Context: an optimization exercise on an open-source flow, tuned for small area. The choices shown serve that exercise and are no tape-out recipe. Where RTL was checked, it was by simulation tests only, not by an equivalence proof against the original. The flow treats the clock pin as an ideal source, which a real chip does not have. Power figures rest on the tool's default switching activity, not on a simulated workload.

==> module program_counter, before the edit <==
module program_counter (
  input  logic          clk,
  input  logic          reset,
  input  logic          load_valid,
  input  logic          fetch,
  output logic [31:0]   rsel,
  output logic          last
);
  cpu_pkg::pc_t  top;    
  cpu_pkg::pc_t  pc;     
  localparam cpu_pkg::pc_t  STAGE_M1 = 5'b10000;    
  assign last = (pc == '0);
  always_ff @(posedge clk or posedge reset)
  begin
    if (reset)
      top <= STAGE_M1;
    else if (load_valid)
      top <= stage_seq::step(top);
  end
  always_ff @(posedge clk or posedge reset)
  begin
    if (reset)
      pc <= STAGE_M1;
    else
      pc <= fetch ? stage_seq::back(pc) : top;
  end
  word_dec u_rdec (.addr(top), .sel(rsel));
endmodule
==> module program_mem, before the edit <==
module program_mem (
  input  logic               clk,
  input  logic [31:0]        load_instr,
  input  logic               load_valid,
  input  logic               fetch,
  input  logic [31:0]        rsel,
  output logic [10:0]        instr
);
  logic [31:0][10:0]  mem;
  logic [10:0]        code;
  logic [10:0]        rd_word;
  instr_enc u_enc (.instr(load_instr), .code(code));
  mem_rd u_rd (.sel(rsel), .mem(mem), .q(rd_word));
  always_ff @(posedge clk)
  begin
    if (load_valid || fetch)
      mem <= {mem[30:0], fetch ? rd_word : code};
  end
  assign instr = mem[0];
endmodule
==> module cpu_top, before the edit <==
module cpu_top (
  input  logic                clk,
  input  logic                reset,
  input  logic [32:0]         load,     
  input  logic                run,
  input  logic [15:0]         p0,
  input  logic [15:0]         p1,
  input  logic [1:0]          p_sel,
  output logic                busy,
  output logic                done,
  output logic [15:0]         p0_out,
  output logic [15:0]         p1_out
);
  logic            fetch;
  logic            exec;
  logic            last;
  logic [31:0]     rsel;
  logic [10:0]     instr;    
  cpu_pkg::data_t  rd_a;
  cpu_pkg::data_t  rd_b;
  cpu_pkg::data_t  alu_result;
  run_sequencer u_seq (
    .clk   (clk),
    .reset (reset),
    .run   (run),
    .last  (last),
    .fetch (fetch),
    .exec  (exec),
    .busy  (busy),
    .done  (done)
  );
  program_counter u_pc (
    .clk        (clk),
    .reset      (reset),
    .load_valid (load[32]),
    .fetch      (fetch),
    .rsel       (rsel),
    .last       (last)
  );
  program_mem u_mem (
    .clk        (clk),
    .load_instr (load[31:0]),
    .load_valid (load[32]),
    .fetch      (fetch),
    .rsel       (rsel),
    .instr      (instr)
  );
  reg_bank u_regs (
    .clk        (clk),
    .reset      (reset),
    .we         (exec),
    .rd         (instr[8:6]),
    .ra         (instr[5:3]),
    .rb         (instr[2:0]),
    .alu_result (alu_result),
    .p0         (p0),
    .p1         (p1),
    .p_sel      (p_sel),
    .rd_a       (rd_a),
    .rd_b       (rd_b),
    .p0_out     (p0_out),
    .p1_out     (p1_out)
  );
  alu u_alu (
    .fn     (instr[10:9]),
    .a      (rd_a),
    .b      (rd_b),
    .result (alu_result)
  );
endmodule
export LEC_CHECK = 0
export CAP_MARGIN = 20
export CORE_MARGIN = 2
export CORE_UTILIZATION = 65
export PLACE_DENSITY = 0.75
export SLEW_MARGIN = 20
export SYNTH_HIERARCHICAL = 1
create_clock -name core_clock -period 5.0 [get_ports {clk}]
standard.sh (not shown) runs the stock make flow with config.mk's settings and CLKGATE_MAP_FILE= SYNTH_SCRIPT=/design/flow/synth_recipe.tcl, a recipe that flattens the netlist after the stock synthesis.
==> flow/flow/run.sh <==
#!/bin/bash
# The standard layout (standard.sh, standard synthesis unchanged) with
# these changes: ports are buffered with buf_1 instead of a delay buffer;
# synthesis buffers are removed at floorplan and placement rebuffers as needed;
# the clock tree is built from clkbuf_16 in large clusters without dummy
# loads; after CTS, gates off the critical paths are downsized (post_cts.tcl).
set -euo pipefail
CTS="-sink_clustering_enable -repair_clock_nets -dont_use_dummy_load"
CTS="$CTS -sink_clustering_size 30 -sink_clustering_max_diameter 100"
CTS="$CTS -buf_list sky130_fd_sc_hd__clkbuf_16"
bash standard.sh finish \
  "BUFFER_PORTS_ARGS=-buffer_cell sky130_fd_sc_hd__buf_1" \
  "CTS_ARGS=$CTS" REMOVE_ABC_BUFFERS=1 \
  "POST_CTS_TCL=$PWD/flow/post_cts.tcl" > standard.log 2>&1
==> flow/flow/post_cts.tcl <==
# After CTS: downsize gates on paths with slack to spare, then fix any
# slew or capacitance this leaves, and legalize the placement again.
estimate_parasitics -placement
repair_timing -recover_power 100 -verbose
repair_design -verbose -cap_margin 20 -slew_margin 20
detailed_placement
check_placement -verbose
Change:
--- a/flow/design.v
+++ b/flow/design.v
@@ -192,11 +192,11 @@
     if (reset)
       pc <= STAGE_M1;
     else
       pc <= fetch ? stage_seq::back(pc) : top;
   end
-  word_dec u_rdec (.addr(top), .sel(rsel));
+  word_dec u_rdec (.addr(pc), .sel(rsel));
 endmodule
 `timescale 1ns/1ps
 module instr_enc (
   input  logic [31:0]  instr,
   output logic [10:0]  code
@@ -264,25 +264,25 @@
 endmodule
 module program_mem (
   input  logic               clk,
   input  logic [31:0]        load_instr,
   input  logic               load_valid,
-  input  logic               fetch,
   input  logic [31:0]        rsel,
   output logic [10:0]        instr
 );
   logic [31:0][10:0]  mem;
   logic [10:0]        code;
-  logic [10:0]        rd_word;
   instr_enc u_enc (.instr(load_instr), .code(code));
-  mem_rd u_rd (.sel(rsel), .mem(mem), .q(rd_word));
   always_ff @(posedge clk)
   begin
-    if (load_valid || fetch)
-      mem <= {mem[30:0], fetch ? rd_word : code};
+    if (load_valid)
+      mem <= {mem[30:0], code};
   end
-  assign instr = mem[0];
+  logic [10:0]  rd_word;
+  mem_rd u_rd (.sel(rsel), .mem(mem), .q(rd_word));
+  always_ff @(posedge clk)
+    instr <= rd_word;
 endmodule
 `timescale 1ns/1ps
 module cpu_top (
   input  logic                clk,
   input  logic                reset,
@@ -324,11 +324,10 @@
   );
   program_mem u_mem (
     .clk        (clk),
     .load_instr (load[31:0]),
     .load_valid (load[32]),
-    .fetch      (fetch),
     .rsel       (rsel),
     .instr      (instr)
   );
   reg_bank u_regs (
     .clk        (clk),
Cell count does not change.
Clock-buffer cell count is unchanged.
Setup slack got worse by 67 ps.
Core utilization barely changes.
Via count hardly moves.
Clock power hardly moves.
Design area hardly moves.
Flip-flop and latch count increases by 11.
Global-route usage increases by 1.5 points.
Maximum frequency decreases by 1.6%.
Hold slack got worse by 24 ps.
Wire length increases by 4.2%.
Total power decreases by about 17%.
No functional check of the RTL was part of the first run of this note.

==> re-timing with driven ports <==
No port has a modelled driver above. Below, the same layouts with a new extraction and two added sets of constraints.
Step 1 (the two cells are an assumption about what drives the block):
set clk [get_ports {clk}]
set_driving_cell -lib_cell sky130_fd_sc_hd__clkbuf_16 $clk
set_driving_cell -lib_cell sky130_fd_sc_hd__buf_2 [delete_from_list [all_inputs] $clk]
Step 2, shift: input delay + t, output delay - t, t = (earliest + latest rising clock arrival at the registers) / 2. This alone moves slack from input paths to output paths.
a / b / c = ideal / step 1 / step 2; a / b = the first two.
run	t, ns	setup slack, ns	worst setup path at the end	latest minus earliest clock arrival (ns)	cell pins on the clock port's net
the first run	0.589	0.965 / 0.965 / 0.965	register to register	0.042 / 0.043	1
the second run	0.591	0.897 / 0.897 / 0.897	register to register	0.030 / 0.030	1
After both steps every run listed still meets setup and hold.
